Background: an optimization exercise with open tools, aiming at small area, a short achievable clock period and few clock cycles per item. Do not read the settings as production practice.
RTL that was checked went through simulation tests only; none was proved equivalent to the original.

==> flow/design.v <==
`default_nettype none
package rms_pkg;
	function automatic logic [6:0] seg_of_nibble(input logic [3:0] nibble);
		logic [6:0] seg;
		case (nibble)
			4'h0: seg = 7'h40;
			4'h1: seg = 7'h79;
			4'h2: seg = 7'h24;
			4'h3: seg = 7'h30;
			4'h4: seg = 7'h19;
			4'h5: seg = 7'h12;
			4'h6: seg = 7'h02;
			4'h7: seg = 7'h78;
			4'h8: seg = 7'h00;
			4'h9: seg = 7'h10;
			4'ha: seg = 7'h08;
			4'hb: seg = 7'h03;
			4'hc: seg = 7'h46;
			4'hd: seg = 7'h21;
			4'he: seg = 7'h06;
			default: seg = 7'h0e;
		endcase
		seg_of_nibble = seg;
	endfunction
endpackage
`default_nettype wire
`default_nettype none
module rms_top
(
	input  logic        CLOCK_50,
	input  logic        rst_n,
	input  logic        src_empty,
	input  logic [31:0] src_readdata,
	input  logic        snk_full,
	output logic        src_read,
	output logic        snk_write,
	output logic [31:0] snk_writedata,
	output logic [6:0]  hex0,
	output logic [6:0]  hex1,
	output logic [6:0]  hex2,
	output logic [6:0]  hex3,
	output logic [6:0]  hex4,
	output logic [6:0]  hex5
);
	localparam logic [14:0] BND = 15'b101_0101_0101_0010;
	logic        run_q;
	logic        pend_q;
	logic        vsk_q;
	logic [15:0] xs_q;
	logic        va_q;
	logic [15:0] xa_q;
	logic        vq_q;
	logic [31:0] sq_q;
	logic [34:0] s_q;
	logic        vs_q;
	logic [3:0]  es_q;
	logic [1:0]  ms_q;
	logic [3:0]  e_of_k;
	logic [1:0]  m_of_k;
	logic [2:0]  wcnt_q;
	logic        ov_q;
	logic [15:0] out_q;
	logic [3:0]  pos_q;
	logic        adv;
	logic [7:0]  xh;
	logic [7:0]  xl;
	logic [15:0] sqh;
	logic [15:0] sql;
	logic [15:0] sqm;
	logic [15:0] sqm_q;
	logic [34:0] s_new;
	assign adv = !ov_q || !snk_full;
	assign snk_write = ov_q && !snk_full;
	assign src_read = run_q && !src_empty && !vsk_q && adv;
	assign snk_writedata = {16'h0000, out_q};
	always_ff @(posedge CLOCK_50 or negedge rst_n)
	begin
		if (!rst_n)
		begin
			run_q <= 1'b0;
			pend_q <= 1'b0;
			vsk_q <= 1'b0;
			va_q <= 1'b0;
			vq_q <= 1'b0;
			vs_q <= 1'b0;
			wcnt_q <= '0;
		end
		else
		begin
			run_q <= 1'b1;
			pend_q <= src_read;
			if (adv)
			begin
				va_q <= pend_q || vsk_q;
				vsk_q <= 1'b0;
				vq_q <= va_q;
				vs_q <= vq_q;
				if (vq_q)
					wcnt_q <= wcnt_q + 3'd1;
			end
			else if (pend_q)
				vsk_q <= 1'b1;
		end
	end
	assign xh = xa_q[15:8];
	assign xl = xa_q[7:0];
	assign sqh =
		({16{xh[0]}} & (((16'(xh) >> 1) << 2) | (16'd1 << 0))) +
		({16{xh[1]}} & (((16'(xh) >> 2) << 4) | (16'd1 << 2))) +
		({16{xh[2]}} & (((16'(xh) >> 3) << 6) | (16'd1 << 4))) +
		({16{xh[3]}} & (((16'(xh) >> 4) << 8) | (16'd1 << 6))) +
		({16{xh[4]}} & (((16'(xh) >> 5) << 10) | (16'd1 << 8))) +
		({16{xh[5]}} & (((16'(xh) >> 6) << 12) | (16'd1 << 10))) +
		({16{xh[6]}} & (((16'(xh) >> 7) << 14) | (16'd1 << 12))) +
		({16{xh[7]}} & (((16'(xh) >> 8) << 16) | (16'd1 << 14)));
	assign sql =
		({16{xl[0]}} & (((16'(xl) >> 1) << 2) | (16'd1 << 0))) +
		({16{xl[1]}} & (((16'(xl) >> 2) << 4) | (16'd1 << 2))) +
		({16{xl[2]}} & (((16'(xl) >> 3) << 6) | (16'd1 << 4))) +
		({16{xl[3]}} & (((16'(xl) >> 4) << 8) | (16'd1 << 6))) +
		({16{xl[4]}} & (((16'(xl) >> 5) << 10) | (16'd1 << 8))) +
		({16{xl[5]}} & (((16'(xl) >> 6) << 12) | (16'd1 << 10))) +
		({16{xl[6]}} & (((16'(xl) >> 7) << 14) | (16'd1 << 12))) +
		({16{xl[7]}} & (((16'(xl) >> 8) << 16) | (16'd1 << 14)));
	assign sqm =
		({16{xa_q[8]}} & (16'(xl) << 0)) +
		({16{xa_q[9]}} & (16'(xl) << 1)) +
		({16{xa_q[10]}} & (16'(xl) << 2)) +
		({16{xa_q[11]}} & (16'(xl) << 3)) +
		({16{xa_q[12]}} & (16'(xl) << 4)) +
		({16{xa_q[13]}} & (16'(xl) << 5)) +
		({16{xa_q[14]}} & (16'(xl) << 6)) +
		({16{xa_q[15]}} & (16'(xl) << 7));
	assign s_new = ((wcnt_q == 3'd0) ? 35'd0 : s_q) + 35'(sq_q) + (35'(sqm_q) << 9);
	always_ff @(posedge CLOCK_50)
	begin
		if (pend_q && !adv)
			xs_q <= src_readdata[15:0];
		if (adv)
		begin
			xa_q <= pend_q ? src_readdata[15:0] : xs_q;
			sq_q <= {sqh, sql};
			sqm_q <= sqm;
			if (vq_q)
			begin
				s_q <= s_new;
				es_q <= e_of_k;
				ms_q <= m_of_k;
			end
		end
	end
	function automatic logic [3:0] dstep(input logic [2:0] r, input logic b, input logic [1:0] mm);
		logic q;
		logic [2:0] n;
		logic c1;
		logic c2;
		c1 = !mm[0];
		c2 = !mm[1];
		case (mm)
			2'd0: q = b;
			2'd1: q = r[1] | (r[0] & b);
			2'd2: q = r[2] | (r[1] & (r[0] | b));
			default: q = r[2] | (r[1] & r[0] & b);
		endcase
		n[0] = b ^ q;
		n[1] = r[0] ^ (q & (c1 ^ b));
		n[2] = r[1] ^ (q & (c2 ^ ((r[0] & c1) | (r[0] & b) | (c1 & b))));
		dstep = {q, n};
	endfunction
	logic [15:0][17:0] rem_i;
	logic [15:0][15:0] r_i;
	logic [15:0][2:0]  dr_i;
	logic [15:0][31:0] qs_i;
	logic [15:0][1:0]  mm_i;
	logic [15:0]       v_i;
	logic [15:0][17:0] rem_o;
	logic [15:0][15:0] r_o;
	logic [15:0][2:0]  dr_o;
	logic [15:0][31:0] qs_o;
	always_comb
	begin
		case (wcnt_q)
			3'd0: begin e_of_k = 4'b0001; m_of_k = 2'd0; end
			3'd1: begin e_of_k = 4'b0010; m_of_k = 2'd0; end
			3'd2: begin e_of_k = 4'b0001; m_of_k = 2'd1; end
			3'd3: begin e_of_k = 4'b0100; m_of_k = 2'd0; end
			3'd4: begin e_of_k = 4'b0001; m_of_k = 2'd2; end
			3'd5: begin e_of_k = 4'b0010; m_of_k = 2'd1; end
			3'd6: begin e_of_k = 4'b0001; m_of_k = 2'd3; end
			default: begin e_of_k = 4'b1000; m_of_k = 2'd0; end
		endcase
	end
	logic [34:0] sh;
	logic [1:0]  mm0;
	assign sh = ({35{es_q[0]}} & s_q) | ({35{es_q[1]}} & (s_q >> 1)) |
		({35{es_q[2]}} & (s_q >> 2)) | ({35{es_q[3]}} & (s_q >> 3));
	assign mm0 = ms_q;
	for (genvar j = 0; j < 16; j++)
	begin : g_step
		if (j == 0)
		begin : g_src
			logic [3:0] a1;
			logic [3:0] a2;
			assign a1 = dstep(sh[34:32], sh[31], mm0);
			assign a2 = dstep(a1[2:0], sh[30], mm0);
			assign rem_i[j] = '0;
			assign r_i[j] = '0;
			assign dr_i[j] = a2[2:0];
			assign qs_i[j] = {a1[3], a2[3], sh[29:0]};
			assign mm_i[j] = mm0;
			assign v_i[j] = vs_q;
		end
		else if (BND[j-1])
		begin : g_reg
			logic [17:0] rem_q;
			logic [15:0] r_q;
			logic [2:0]  dr_q;
			logic [31:0] qs_q;
			logic [1:0]  mm_q;
			logic        v_q;
			always_ff @(posedge CLOCK_50)
			begin
				if (adv)
				begin
					rem_q <= rem_o[j-1];
					r_q <= r_o[j-1];
					dr_q <= dr_o[j-1];
					qs_q <= qs_o[j-1] & (32'hffffffff >> (2 * j));
					mm_q <= mm_i[j-1];
				end
			end
			always_ff @(posedge CLOCK_50 or negedge rst_n)
			begin
				if (!rst_n)
					v_q <= 1'b0;
				else if (adv)
					v_q <= v_i[j-1];
			end
			assign rem_i[j] = rem_q;
			assign r_i[j] = r_q;
			assign dr_i[j] = dr_q;
			assign qs_i[j] = qs_q;
			assign mm_i[j] = mm_q;
			assign v_i[j] = v_q;
		end
		else
		begin : g_pass
			assign rem_i[j] = rem_o[j-1];
			assign r_i[j] = r_o[j-1];
			assign dr_i[j] = dr_o[j-1];
			assign qs_i[j] = qs_o[j-1];
			assign mm_i[j] = mm_i[j-1];
			assign v_i[j] = v_i[j-1];
		end
		if (j < 15)
		begin : g_div
			logic [3:0] b1;
			logic [3:0] b2;
			assign b1 = dstep(dr_i[j], qs_i[j][29-2*j], mm_i[j]);
			assign b2 = dstep(b1[2:0], qs_i[j][28-2*j], mm_i[j]);
			assign dr_o[j] = b2[2:0];
			always_comb
			begin
				qs_o[j] = qs_i[j];
				qs_o[j][29-2*j] = b1[3];
				qs_o[j][28-2*j] = b2[3];
			end
		end
		else
		begin : g_nodiv
			assign dr_o[j] = '0;
			assign qs_o[j] = qs_i[j];
		end
		logic [j+2:0] rs;
		logic [j+1:0] tr;
		logic [j+3:0] diff;
		logic         t;
		assign rs = {rem_i[j][j:0], qs_i[j][31-2*j -: 2]};
		if (j == 0)
		begin : g_t0
			assign tr = 2'b01;
		end
		else
		begin : g_tn
			assign tr = {r_i[j][j-1:0], 2'b01};
		end
		assign diff = {1'b0, rs} - {2'b00, tr};
		assign t = !diff[j+3];
		assign rem_o[j] = 18'(t ? diff[j+1:0] : rs[j+1:0]);
		assign r_o[j] = 16'({r_i[j][14:0], t});
	end
	always_ff @(posedge CLOCK_50 or negedge rst_n)
	begin
		if (!rst_n)
		begin
			ov_q <= 1'b0;
			out_q <= '0;
			pos_q <= '0;
		end
		else if (adv)
		begin
			ov_q <= v_i[15];
			if (v_i[15])
			begin
				out_q <= r_o[15];
				pos_q <= (pos_q[2:0] == 3'd0) ? 4'd1 : pos_q + 4'd1;
			end
		end
	end
	assign hex0 = rms_pkg::seg_of_nibble(out_q[3:0]);
	assign hex1 = rms_pkg::seg_of_nibble(out_q[7:4]);
	assign hex2 = rms_pkg::seg_of_nibble(out_q[11:8]);
	assign hex3 = rms_pkg::seg_of_nibble(out_q[15:12]);
	assign hex4 = rms_pkg::seg_of_nibble(pos_q);
	assign hex5 = rms_pkg::seg_of_nibble(4'h0);
endmodule
`default_nettype wire
==> flow/config.mk <==
export PLATFORM = sky130hd
export DESIGN_NAME = rms_top
export DESIGN_NICKNAME = rms_top
export VERILOG_FILES = /design/flow/design.v
export SDC_FILE = /design/flow/constraint.sdc
export NUM_CORES = 4
export LEC_CHECK = 0
export ABC_AREA = 1
export CAP_MARGIN = 20
export CORE_MARGIN = 2
export CORE_UTILIZATION = 40
export CTS_BUF_LIST = sky130_fd_sc_hd__clkbuf_8
export SETUP_SLACK_MARGIN = 4.8
export SLEW_MARGIN = 20
==> flow/constraint.sdc <==
create_clock -name core_clock -period 10.0 [get_ports {CLOCK_50}]
set_input_delay 2.0000 -clock core_clock [delete_from_list [all_inputs] [get_ports {CLOCK_50}]]
set_output_delay 2.0000 -clock core_clock [all_outputs]
set_load 0.01 [all_outputs]
run.sh (not shown) runs the stock make flow with config.mk's settings and CLKGATE_MAP_FILE= SYNTH_SCRIPT=/design/flow/synth_recipe.tcl, a recipe that flattens the netlist after the stock synthesis.
Testbench counts at the start, summed over its fixed seeds: cycles 4,192, items 4,096.
Edit:
--- a/flow/design.v
+++ b/flow/design.v
@@ -41,9 +41,9 @@
 	output logic [6:0]  hex3,
 	output logic [6:0]  hex4,
 	output logic [6:0]  hex5
 );
-	localparam logic [14:0] BND = 15'b101_0101_0101_0010;
+	localparam logic [14:0] BND = 15'b010_1010_1010_1010;
 	logic        run_q;
 	logic        pend_q;
 	logic        vsk_q;
 	logic [15:0] xs_q;
Result:
- utilization hardly moves
- die area is about the same
- cell count came out lower slightly
- fmax shrinks slightly
- first-iteration DRC count is lower by a little under a tenth
- via count decreases slightly
- design area is about the same
- worst hold slack improved by 0.010 ns
No functional check of the RTL was part of the second run of this note.

==> re-timing with driven ports <==
The flow's constraints put no driver on any port. The routed layouts listed below were extracted and timed again, unchanged, in two steps. Step 1, drivers: a clkbuf_16 drives CLOCK_50 and a buf_2 each remaining input, both assumed. Step 2 times the ports against the registers' clock, not the clock port: input delays grow and output delays shrink by t, the midpoint of the rising clock arrivals with the driver on. Three values: ideal ports, drivers, drivers and shift; two values: the first two.
run	t, ns	setup WS [ns]	latest minus earliest clock arrival (ns)	worst register clock-pin slew, ns	pins driven straight from the clock port
the first run	0.700	4.972 / 4.952 / 4.952	0.032 / 0.032	0.07 / 0.07	1
the second run	0.703	4.937 / 4.912 / 4.912	0.025 / 0.026	0.06 / 0.06	1
After both steps every run listed still meets setup and hold. The setup slack of the second run, which loses most, moves by -0.025 ns with the drivers and by -0.025 ns with both steps.
